Source: an optimization exercise on an open RTL-to-GDS flow (aim: small area, a short achievable clock period and few clock cycles per item). Production flows keep margins and buffers that such runs may drop.
Where RTL was checked, it was by simulation tests only, not by an equivalence proof against the original.
Power is estimated from default activity; no workload was simulated.

==> module tophat_subtract, before the edit <==
module tophat_subtract #(
    parameter int DATA_WIDTH = 16,
    parameter int LAG        = 35,
    parameter int DEPTH      = 128,
    localparam int PTR_W     = (DEPTH > 1) ? $clog2(DEPTH) : 1,
    localparam int CNT_W     = $clog2(DEPTH + 1),
    localparam int DROP_W    = $clog2(LAG + 2)
) (
    input  logic                  clk,
    input  logic                  areset,
    input  logic [DATA_WIDTH-1:0] axis_raw_tdata,
    input  logic                  axis_raw_tvalid,
    output logic                  axis_raw_tready,
    input  logic [DATA_WIDTH-1:0] axis_base_tdata,
    input  logic                  axis_base_tvalid,
    output logic                  axis_base_tready,
    output logic [DATA_WIDTH-1:0] axis_out_tdata,
    output logic                  axis_out_tvalid,
    input  logic                  axis_out_tready,
    output logic                  sat_flag
);
    localparam int                NB       = DEPTH / 2;       
    localparam int                NGRP     = NB / 2;          
    localparam int                NLO      = 8;               
    localparam int                NHI      = DEPTH / NLO;
    localparam logic [PTR_W-1:0]  HOLD_MAX = PTR_W'(DEPTH - 1);
    localparam logic [DROP_W-1:0] LAG_C    = DROP_W'(LAG);
    logic [DATA_WIDTH-1:0] mem [DEPTH];
    logic [DATA_WIDTH-1:0] w_data;
    logic                  w_v;
    logic [NLO-1:0]        wr_lo;
    logic [NHI-1:0]        wr_hi;
    logic [NGRP-1:0]       rd_lo [2];
    logic                  rd_hi [2];
    logic                  rd_bank;        
    logic [DATA_WIDTH-1:0] rd_part [2][2];
    logic [PTR_W-1:0]      held;           
    logic [DROP_W-1:0]     drop_cnt;
    logic                  warm;           
    logic                  raw_rdy, base_rdy;
    logic                  p1_v;
    logic [DATA_WIDTH-1:0] p1_raw, p1_base;
    logic                  d_v, d_ovf;
    logic [DATA_WIDTH-1:0] d_diff;
    logic                  s_v, s_sat;
    logic [DATA_WIDTH-1:0] s_data;
    logic                  o_v, o_sat;
    logic [DATA_WIDTH-1:0] o_data;
    logic                  sticky;
    assign axis_raw_tready  = raw_rdy;
    assign axis_base_tready = base_rdy;
    assign axis_out_tdata   = o_data;
    assign axis_out_tvalid  = o_v;
    assign sat_flag         = o_sat;
    logic raw_hs, base_hs, pair, drop;
    assign raw_hs  = axis_raw_tvalid && raw_rdy;
    assign base_hs = axis_base_tvalid && base_rdy;
    assign pair    = base_hs && !warm;
    assign drop    = base_hs && warm;
    logic [DATA_WIDTH-1:0] rd_data;
    assign rd_data = rd_hi[rd_bank] ? rd_part[rd_bank][1] : rd_part[rd_bank][0];
    logic [DATA_WIDTH-1:0] diff;
    logic                  ovf;
    assign diff = p1_raw - p1_base;
    assign ovf  = (p1_raw[DATA_WIDTH-1] ^ p1_base[DATA_WIDTH-1]) &&
                  (p1_raw[DATA_WIDTH-1] ^ diff[DATA_WIDTH-1]);
    logic [DATA_WIDTH-1:0] res;
    assign res = d_ovf ? {d_diff[DATA_WIDTH-1] ? 1'b0 : 1'b1,
                          {(DATA_WIDTH-1){d_diff[DATA_WIDTH-1]}}} : d_diff;
    logic o_free;
    assign o_free = !o_v || axis_out_tready;
    logic [PTR_W-1:0] held_inc, held_dec, held_n;
    logic             raw_rdy_n, old_n;
    logic             warm_n, p1_v_n, s_v_n;
    assign held_inc = held + 1'b1;
    assign held_dec = held - 1'b1;
    always_comb begin
        case ({raw_hs, pair})
            2'b10:   held_n = held_inc;
            2'b01:   held_n = held_dec;
            default: held_n = held;
        endcase
        case ({raw_hs, pair})
            2'b10:   raw_rdy_n = held != HOLD_MAX - 1'b1;
            2'b01:   raw_rdy_n = 1'b1;
            default: raw_rdy_n = held != HOLD_MAX;
        endcase
        case ({pair, w_v})
            2'b11:   old_n = held > PTR_W'(2);
            2'b10,
            2'b01:   old_n = held > PTR_W'(1);
            default: old_n = held != '0;
        endcase
        warm_n = warm && !(drop && drop_cnt == LAG_C - 1'b1);
        p1_v_n = pair || (p1_v && s_v);
        s_v_n  = !o_free && (s_v || d_v);
    end
    always_ff @(posedge clk) begin
        for (int j = 0; j < NHI; j++) begin
            for (int i = 0; i < NLO; i++) begin
                if (w_v && wr_hi[j] && wr_lo[i]) mem[j * NLO + i] <= w_data;
            end
        end
        w_data <= axis_raw_tdata;
        for (int b = 0; b < 2; b++) begin
            for (int h = 0; h < 2; h++) begin
                logic [DATA_WIDTH-1:0] acc;
                acc = '0;
                for (int i = 0; i < NGRP; i++) begin
                    acc = acc | ({DATA_WIDTH{rd_lo[b][i]}} & mem[2 * (h * NGRP + i) + b]);
                end
                rd_part[b][h] <= acc;
            end
        end
        if (pair) begin
            p1_raw  <= rd_data;
            p1_base <= axis_base_tdata;
        end
        if (!s_v) begin
            d_diff <= diff;
            d_ovf  <= ovf;
        end
        if (!o_free && !s_v && d_v) begin
            s_data <= res;
            s_sat  <= sticky || d_ovf;
        end
        if (o_free) begin
            if (s_v) begin
                o_data <= s_data;
                o_sat  <= s_sat;
            end else if (d_v) begin
                o_data <= res;
                o_sat  <= sticky || d_ovf;
            end
        end
    end
    always_ff @(posedge clk or posedge areset) begin
        if (areset) begin
            w_v      <= 1'b0;
            wr_lo    <= NLO'(1);
            wr_hi    <= NHI'(1);
            rd_lo[0] <= NGRP'(1);
            rd_lo[1] <= NGRP'(1);
            rd_hi[0] <= 1'b0;
            rd_hi[1] <= 1'b0;
            rd_bank  <= 1'b0;
            held     <= '0;
            drop_cnt <= '0;
            warm     <= 1'b1;
            raw_rdy  <= 1'b1;
            base_rdy <= 1'b1;
            p1_v     <= 1'b0;
            d_v      <= 1'b0;
            s_v      <= 1'b0;
            o_v      <= 1'b0;
            sticky   <= 1'b0;
        end else begin
            w_v <= raw_hs;
            if (w_v) begin
                wr_lo <= {wr_lo[NLO-2:0], wr_lo[NLO-1]};
                if (wr_lo[NLO-1]) wr_hi <= {wr_hi[NHI-2:0], wr_hi[NHI-1]};
            end
            if (pair) begin
                rd_bank <= !rd_bank;
                for (int b = 0; b < 2; b++) begin
                    if (rd_bank == 1'(b)) begin
                        rd_lo[b] <= {rd_lo[b][NGRP-2:0], rd_lo[b][NGRP-1]};
                        if (rd_lo[b][NGRP-1]) rd_hi[b] <= !rd_hi[b];
                    end
                end
            end
            if (drop)   drop_cnt <= drop_cnt + 1'b1;
            held     <= held_n;
            warm     <= warm_n;
            raw_rdy  <= raw_rdy_n;
            base_rdy <= warm_n || (old_n && (!s_v_n || !p1_v_n));
            p1_v     <= p1_v_n;
            if (!s_v) d_v <= p1_v;
            s_v      <= s_v_n;
            o_v      <= !o_free || s_v || d_v;
            if (!s_v && d_v && d_ovf) sticky <= 1'b1;
        end
    end
endmodule
==> flow/config.mk <==
export PLATFORM = sky130hd
export DESIGN_NAME = tophat_subtract
export DESIGN_NICKNAME = tophat_subtract
export VERILOG_FILES = /design/flow/design.v
export SDC_FILE = /design/flow/constraint.sdc
export NUM_CORES = 4
export LEC_CHECK = 0
export CAP_MARGIN = 20
export CORE_MARGIN = 2
export CORE_UTILIZATION = 50
export CTS_CLUSTER_DIAMETER = 80
export CTS_CLUSTER_SIZE = 24
export SETUP_SLACK_MARGIN = 2.7
export SLEW_MARGIN = 20
export TNS_END_PERCENT = 100
==> flow/constraint.sdc <==
create_clock -name core_clock -period 5.0 [get_ports {clk}]
set_input_delay 1.0000 -clock core_clock [delete_from_list [all_inputs] [get_ports {clk}]]
set_output_delay 1.0000 -clock core_clock [all_outputs]
set_load 0.01 [all_outputs]
standard.sh (not shown) runs the stock make flow with config.mk's settings and CLKGATE_MAP_FILE= SYNTH_SCRIPT=/design/flow/synth_recipe.tcl, a recipe that flattens the netlist after the stock synthesis.
==> flow/flow/run.sh <==
#!/bin/bash
set -euo pipefail
export MAKEFLAGS="MATCH_CELL_FOOTPRINT=0"
export BUFFER_PORTS_ARGS="-buffer_cell sky130_fd_sc_hd__buf_4"
bash standard.sh > make_finish.log 2>&1
Testbench counts at the start, summed over its fixed seeds: cycles 2,704, items 2,400.
Rerun with:
--- a/flow/design.v
+++ b/flow/design.v
@@ -29,4 +29,7 @@
     logic [DATA_WIDTH-1:0] w_data;
     logic                  w_v;
+    logic [NLO-1:0]        w_lo;
+    logic [NLO-1:0]        wr_lo_n;
+    logic [NHI-1:0]        wr_hi_n;
     logic [NLO-1:0]        wr_lo;
     logic [NHI-1:0]        wr_hi;
@@ -39,6 +42,7 @@
     logic                  warm;           
     logic                  raw_rdy, base_rdy;
-    logic                  p1_v;
-    logic [DATA_WIDTH-1:0] p1_raw, p1_base;
+    logic                  raw_nrdy, base_nrdy;
+    assign raw_rdy  = !raw_nrdy;
+    assign base_rdy = !base_nrdy;
     logic                  d_v, d_ovf;
     logic [DATA_WIDTH-1:0] d_diff;
@@ -62,15 +66,17 @@
     logic [DATA_WIDTH-1:0] diff;
     logic                  ovf;
-    assign diff = p1_raw - p1_base;
-    assign ovf  = (p1_raw[DATA_WIDTH-1] ^ p1_base[DATA_WIDTH-1]) &&
-                  (p1_raw[DATA_WIDTH-1] ^ diff[DATA_WIDTH-1]);
+    assign diff = rd_data - axis_base_tdata;
+    assign ovf  = (rd_data[DATA_WIDTH-1] ^ axis_base_tdata[DATA_WIDTH-1]) &&
+                  (rd_data[DATA_WIDTH-1] ^ diff[DATA_WIDTH-1]);
     logic [DATA_WIDTH-1:0] res;
     assign res = d_ovf ? {d_diff[DATA_WIDTH-1] ? 1'b0 : 1'b1,
                           {(DATA_WIDTH-1){d_diff[DATA_WIDTH-1]}}} : d_diff;
+    assign wr_lo_n = w_v ? {wr_lo[NLO-2:0], wr_lo[NLO-1]} : wr_lo;
+    assign wr_hi_n = (w_v && wr_lo[NLO-1]) ? {wr_hi[NHI-2:0], wr_hi[NHI-1]} : wr_hi;
     logic o_free;
     assign o_free = !o_v || axis_out_tready;
     logic [PTR_W-1:0] held_inc, held_dec, held_n;
     logic             raw_rdy_n, old_n;
-    logic             warm_n, p1_v_n, s_v_n;
+    logic             warm_n, d_v_n, s_v_n;
     assign held_inc = held + 1'b1;
     assign held_dec = held - 1'b1;
@@ -93,5 +99,5 @@
         endcase
         warm_n = warm && !(drop && drop_cnt == LAG_C - 1'b1);
-        p1_v_n = pair || (p1_v && s_v);
+        d_v_n  = pair || (d_v && s_v);
         s_v_n  = !o_free && (s_v || d_v);
     end
@@ -99,5 +105,5 @@
         for (int j = 0; j < NHI; j++) begin
             for (int i = 0; i < NLO; i++) begin
-                if (w_v && wr_hi[j] && wr_lo[i]) mem[j * NLO + i] <= w_data;
+                if (w_lo[i] && wr_hi[j]) mem[j * NLO + i] <= w_data;
             end
         end
@@ -114,8 +120,4 @@
         end
         if (pair) begin
-            p1_raw  <= rd_data;
-            p1_base <= axis_base_tdata;
-        end
-        if (!s_v) begin
             d_diff <= diff;
             d_ovf  <= ovf;
@@ -138,4 +140,5 @@
         if (areset) begin
             w_v      <= 1'b0;
+            w_lo     <= '0;
             wr_lo    <= NLO'(1);
             wr_hi    <= NHI'(1);
@@ -148,7 +151,6 @@
             drop_cnt <= '0;
             warm     <= 1'b1;
-            raw_rdy  <= 1'b1;
-            base_rdy <= 1'b1;
-            p1_v     <= 1'b0;
+            raw_nrdy  <= 1'b0;
+            base_nrdy <= 1'b0;
             d_v      <= 1'b0;
             s_v      <= 1'b0;
@@ -157,8 +159,7 @@
         end else begin
             w_v <= raw_hs;
-            if (w_v) begin
-                wr_lo <= {wr_lo[NLO-2:0], wr_lo[NLO-1]};
-                if (wr_lo[NLO-1]) wr_hi <= {wr_hi[NHI-2:0], wr_hi[NHI-1]};
-            end
+            wr_lo <= wr_lo_n;
+            wr_hi <= wr_hi_n;
+            w_lo  <= raw_hs ? wr_lo_n : '0;
             if (pair) begin
                 rd_bank <= !rd_bank;
@@ -173,8 +174,7 @@
             held     <= held_n;
             warm     <= warm_n;
-            raw_rdy  <= raw_rdy_n;
-            base_rdy <= warm_n || (old_n && (!s_v_n || !p1_v_n));
-            p1_v     <= p1_v_n;
-            if (!s_v) d_v <= p1_v;
+            raw_nrdy  <= !raw_rdy_n;
+            base_nrdy <= !(warm_n || (old_n && (!s_v_n || !d_v_n)));
+            d_v      <= d_v_n;
             s_v      <= s_v_n;
             o_v      <= !o_free || s_v || d_v;
Result: Total power is higher by 18%; wire length falls by 0.40%; utilization is about the same; clock skew is lower by 18 ps; final area barely changes; setup slack got worse by 200 ps.
The RTL of the second run of this note was laid out without a check of its function.

-- port drivers added, routing unchanged --
The results above use ideal ports. As a check the final layouts listed here were re-extracted and re-timed, cells and wires unchanged.
Step 1 sets driving cells, clkbuf_16 on the clock port and buf_2 on the other inputs (assumed; they add their load-dependent delay and slew).
Step 2 also shifts input and output timing later by t, the mid clock arrival at the registers, as if the neighbouring blocks saw the same clock.
a / b / c = no drivers / after step 1 / after step 2; a / b = the first two.
| run | t, ns | setup slack, ns | worst setup path after step 2 | clock arrival spread, ns | worst register clock-pin slew, ns |
|---|---|---|---|---|---|
| the first run | 0.850 | 2.557 / 2.478 / 2.293 | input to register | 0.051 / 0.052 | 0.10 / 0.10 |
| the second run | 0.852 | 2.361 / 2.361 / 2.105 | input to register | 0.036 / 0.036 | 0.10 / 0.10 |
After both steps setup and hold are still met in every run listed. The setup slack of the first run, which loses most, moves by -0.079 ns with the drivers and by -0.264 ns with both steps.
